Context: an optimization exercise on an open-source flow, tuned for small area and a short achievable clock period. The choices shown serve that exercise and are no tape-out recipe.
Function was checked by simulation only, so behaviour that the tests miss may differ from the original.
Power and IR drop assume default switching activity.

== run A ==
// fp_mul_pipe
module fp_mul_pipe (
  input  logic        clk,
  input  logic        rst_n,
  input  logic        in_valid,
  input  logic [3:0]  r_mode,
  input  logic [31:0] fp_X,
  input  logic [31:0] fp_Y,
  output logic        out_valid,
  output logic [31:0] fp_Z,
  output logic        ovrf,
  output logic        udrf
);
  localparam logic [1:0] RT_RNE = 2'd0;   
  localparam logic [1:0] RT_TRN = 2'd1;   
  localparam logic [1:0] RT_UPX = 2'd2;   
  localparam logic [1:0] RT_RMM = 2'd3;   
  localparam logic [1:0] CL_NUM = 2'd0;
  localparam logic [1:0] CL_ZER = 2'd1;
  localparam logic [1:0] CL_INF = 2'd2;
  localparam logic [1:0] CL_NAN = 2'd3;
  logic [3:0] vld_q;
  logic        s0_d;
  logic [1:0]  rt0_d;
  always_comb begin
    s0_d = fp_X[31] ^ fp_Y[31];
    case (r_mode)
      4'd1:    rt0_d = RT_TRN;
      4'd2:    rt0_d = s0_d ? RT_UPX : RT_TRN;
      4'd3:    rt0_d = s0_d ? RT_TRN : RT_UPX;
      4'd4:    rt0_d = RT_RMM;
      default: rt0_d = RT_RNE;
    endcase
  end
  logic [11:0] b_one0_d, b_two0_d, b_neg0_d;
  always_comb begin
    for (int i = 0; i < 12; i++) begin
      logic y2, y1, y0;
      y2 = (2*i+1 == 23) ? 1'b1 : fp_Y[2*i+1];
      y1 = fp_Y[2*i];
      y0 = (i == 0) ? 1'b0 : fp_Y[2*i-1];
      b_one0_d[i] = y1 ^ y0;
      b_two0_d[i] = (y2 & ~y1 & ~y0) | (~y2 & y1 & y0);
      b_neg0_d[i] = y2;
    end
  end
  logic        s0_q;
  logic [1:0]  rt0_q;
  logic [7:0]  ex0_q, ey0_q;
  logic [22:0] fx0_q;
  logic [11:0] b_one0_q, b_two0_q, b_neg0_q;
  ...
Size in the first run: roughly 240 flip-flops, roughly 21,000 um2 of cells after synthesis.
Settings: LEC_CHECK=0, CAP_MARGIN=20, CORE_MARGIN=2, CORE_UTILIZATION=40, CTS_BUF_LIST=sky130_fd_sc_hd__clkbuf_8, CTS_CLUSTER_SIZE=30, PLACE_DENSITY=0.75, SETUP_SLACK_MARGIN=5.0, SLEW_MARGIN=20; clock period 8.5 ns.
run.sh (not shown) runs the stock make flow with config.mk's settings and CLKGATE_MAP_FILE= SYNTH_SCRIPT=/design/flow/synth_recipe.tcl, a recipe that flattens the netlist after the stock synthesis.
### run A -> run B
- clearing PLACE_DENSITY, which used to be 0.75
==> flow/flow/run.sh (new file) <==
#!/bin/bash
set -euo pipefail
MARGIN=5.8
sed -E "s/SETUP_SLACK_MARGIN=[-0-9.]+/SETUP_SLACK_MARGIN=${MARGIN}/" standard.sh > standard_margin.sh
grep -q "SETUP_SLACK_MARGIN=${MARGIN}" standard_margin.sh
bash standard_margin.sh > standard.log 2>&1
==> flow/standard.sh (new file) <==
#!/bin/bash
# synth_recipe.tcl (not shown) runs the flow's synth.tcl, then flattens the netlist and writes it again
# the make line also repeats each setting of config.mk as NAME=value (left out here)
make -C /OpenROAD-flow-scripts/flow DESIGN_CONFIG=/design/flow/config.mk WORK_HOME=/design/flow/orfs CLKGATE_MAP_FILE= SYNTH_SCRIPT=/design/flow/synth_recipe.tcl "${@:-finish}"
removed: flow/run.sh
Notes after the runs:
[diff] wire length of the first global-routing pass, run B relative to run A: regression
STATUS design area: run B loses against run A
Looking at run A and run B, the setup violation total in the final timing report is a wash.
Between run A and run B, clock period minus final worst setup slack decreased.
Run B against run A: power consumed by combinational cells higher; final wirelength has increased.
Run A ended up with sky130_fd_sc_hd__fa_1 as its master of the slowest instance on the critical path; run B ended up with sky130_fd_sc_hd__fa_2.
The final reports for run B and run A show number of cells on the critical path lower in the former.
For run C, these inputs were changed with respect to run B:
- clearing CTS_BUF_LIST, which used to be sky130_fd_sc_hd__clkbuf_8
- swapping 40 for 60 in CORE_UTILIZATION
- clearing CTS_CLUSTER_SIZE, which used to be 30
==> flow/run.sh (new file) <==
#!/bin/bash
# synth_recipe.tcl (not shown) runs the flow's synth.tcl, then flattens the netlist and writes it again
# the make line also repeats each setting of config.mk as NAME=value (left out here)
make -C /OpenROAD-flow-scripts/flow DESIGN_CONFIG=/design/flow/config.mk WORK_HOME=/design/flow/orfs CLKGATE_MAP_FILE= SYNTH_SCRIPT=/design/flow/synth_recipe.tcl finish
removed: flow/flow/run.sh
removed: flow/standard.sh
## What came out
Run C ended with every stage complete and zero timing, DRC or antenna violations.
Global-route usage: run C higher than run B
Run C reports a lower worst reg-to-reg path cell count than run B does.
Row share of the core filled with cells: run C higher / run B lower
[diff] die area, run C relative to run B: improvement
The critical path depth number comes out lower for run C vs run B.

========
## v16
fp_mul_pipe, a different RTL version from the one above (not shown whole).
Size in the first run: roughly 1900 cells after synthesis, roughly 300 flip-flops, about 110 I/O pins.
==> flow/design.v (excerpt) <==
module fp_mul_pipe (
  input  logic        clk,
  input  logic        rst_n,
  input  logic        in_valid,
  input  logic [3:0]  r_mode,
  input  logic [31:0] fp_X,
  input  logic [31:0] fp_Y,
  output logic        out_valid,
  output logic [31:0] fp_Z,
  output logic        ovrf,
  output logic        udrf
);
export LEC_CHECK = 0
export CAP_MARGIN = 20
export CORE_MARGIN = 2
export CORE_UTILIZATION = 40
export CTS_BUF_LIST = sky130_fd_sc_hd__clkbuf_8
export CTS_CLUSTER_DIAMETER = 40
export CTS_CLUSTER_SIZE = 20
export GPL_ROUTABILITY_DRIVEN = 0
export SETUP_SLACK_MARGIN = 5.0
export SLEW_MARGIN = 20
export SYNTH_HIERARCHICAL = 1
export SYNTH_MINIMUM_KEEP_SIZE = 0
create_clock -name core_clock -period 8.5 [get_ports {clk}]
standard.sh (not shown) runs the stock make flow with config.mk's settings and CLKGATE_MAP_FILE= SYNTH_SCRIPT=/design/flow/synth_recipe.tcl, a recipe that flattens the netlist after the stock synthesis.
==> flow/flow/run.sh <==
#!/bin/bash
set -euo pipefail
MARGIN=5.3
sed -E "s/SETUP_SLACK_MARGIN=[-0-9.]+/SETUP_SLACK_MARGIN=${MARGIN}/" standard.sh > standard_margin.sh
grep -q "SETUP_SLACK_MARGIN=${MARGIN}" standard_margin.sh
bash standard_margin.sh > standard.log 2>&1
Input changes introduced in v22 (baseline for comparison: v16):
Settings: removing GPL_ROUTABILITY_DRIVEN (formerly 0); setting GPL_TIMING_DRIVEN to 0 for the first time.
Notes after the runs:
Summary of v22 over v16: instance count on the critical path rose by 11, fraction of the cycle the final worst path needs rose by 3.4 points, reg-to-reg setup timing slack has decreased, sum of met2 wire segment lengths after detailed routing saw an increase, switching power share of the total decreased 0.29 points.
v22 against v16: synthesized cell count was more or less identical; combinational cell fraction of total power went up by 2.4 points.
Startpoint of the most critical setup path = p2_q[25]: v22; startpoint of the most critical setup path = fp_X[7]: v16
In v22 relative to v16, multi-input combinational cell area had gone up by a few percent.
Of the two values seen for slowest cell on the critical path, sky130_fd_sc_hd__dfxtp_4 was produced by v22 and sky130_fd_sc_hd__or4_1 by v16.
The run with more setup slack is v16; v22 has less.
The inputs of v51 differ from those of v22 as listed below.
Settings: clearing GPL_TIMING_DRIVEN, which used to be 0.
--- a/flow/flow/run.sh
+++ b/flow/flow/run.sh
@@ -1,5 +1,5 @@
 #!/bin/bash
 set -euo pipefail
-MARGIN=5.3
+MARGIN=5.4
 sed -E "s/SETUP_SLACK_MARGIN=[-0-9.]+/SETUP_SLACK_MARGIN=${MARGIN}/" standard.sh > standard_margin.sh
 grep -q "SETUP_SLACK_MARGIN=${MARGIN}" standard_margin.sh
==> comparison <==
Taking v22 as the reference, in v51 data arrival at the endpoint of the critical path saw a decrease, initial core utilization stayed essentially flat, switching power fell by 160 uW, fraction of area in multi-input gates increased 1.1 points.
v51 ran to completion and came out clean on the timing, design-rule and antenna checks.
Between v22 and v51, the proportion of power drawn by the clock network is higher for v22.
v51 — count of cell instances traversed by the critical path 3 lower, v22 as reference
Of v22 and v51, the run reporting the higher post-route cell area was v22.
Leakage power summed over all cells, v22 and v51: smaller value in v51

## separate check: timing with driven ports
The results above use ideal ports. As a check the final layouts listed here were re-extracted and re-timed, cells and wires unchanged.
Step 1 (the two cells are an assumption about what drives the block):
set clk [get_ports {clk}]
set_driving_cell -lib_cell sky130_fd_sc_hd__clkbuf_16 $clk
set_driving_cell -lib_cell sky130_fd_sc_hd__buf_2 [delete_from_list [all_inputs] $clk]
Step 2 moves the port delays by t, midway between the first and last clock arrival at a register: inputs arrive t later, outputs are due t later. That takes back most of the time a late clock gives input paths.
a / b / c = ideal ports / drivers / drivers and shift; a / b = the first two.
run	t, ns	setup slack, ns	slew at the worst register clock pin (ns)
run A	0.659	4.835 / 4.835 / 4.835	0.07 / 0.07
run B	0.677	4.913 / 4.913 / 4.913	0.07 / 0.07
run C	0.641	4.856 / 4.856 / 4.856	0.06 / 0.06
v16	0.682	5.309 / 5.327 / 4.655	0.10 / 0.10
v22	0.680	5.018 / 5.018 / 4.723	0.09 / 0.09
v51	0.681	5.343 / 5.343 / 4.796	0.08 / 0.08
After both steps every run listed still meets setup and hold. The setup slack of v16, which loses most, moves by +0.018 ns with the drivers and by -0.654 ns with both steps.
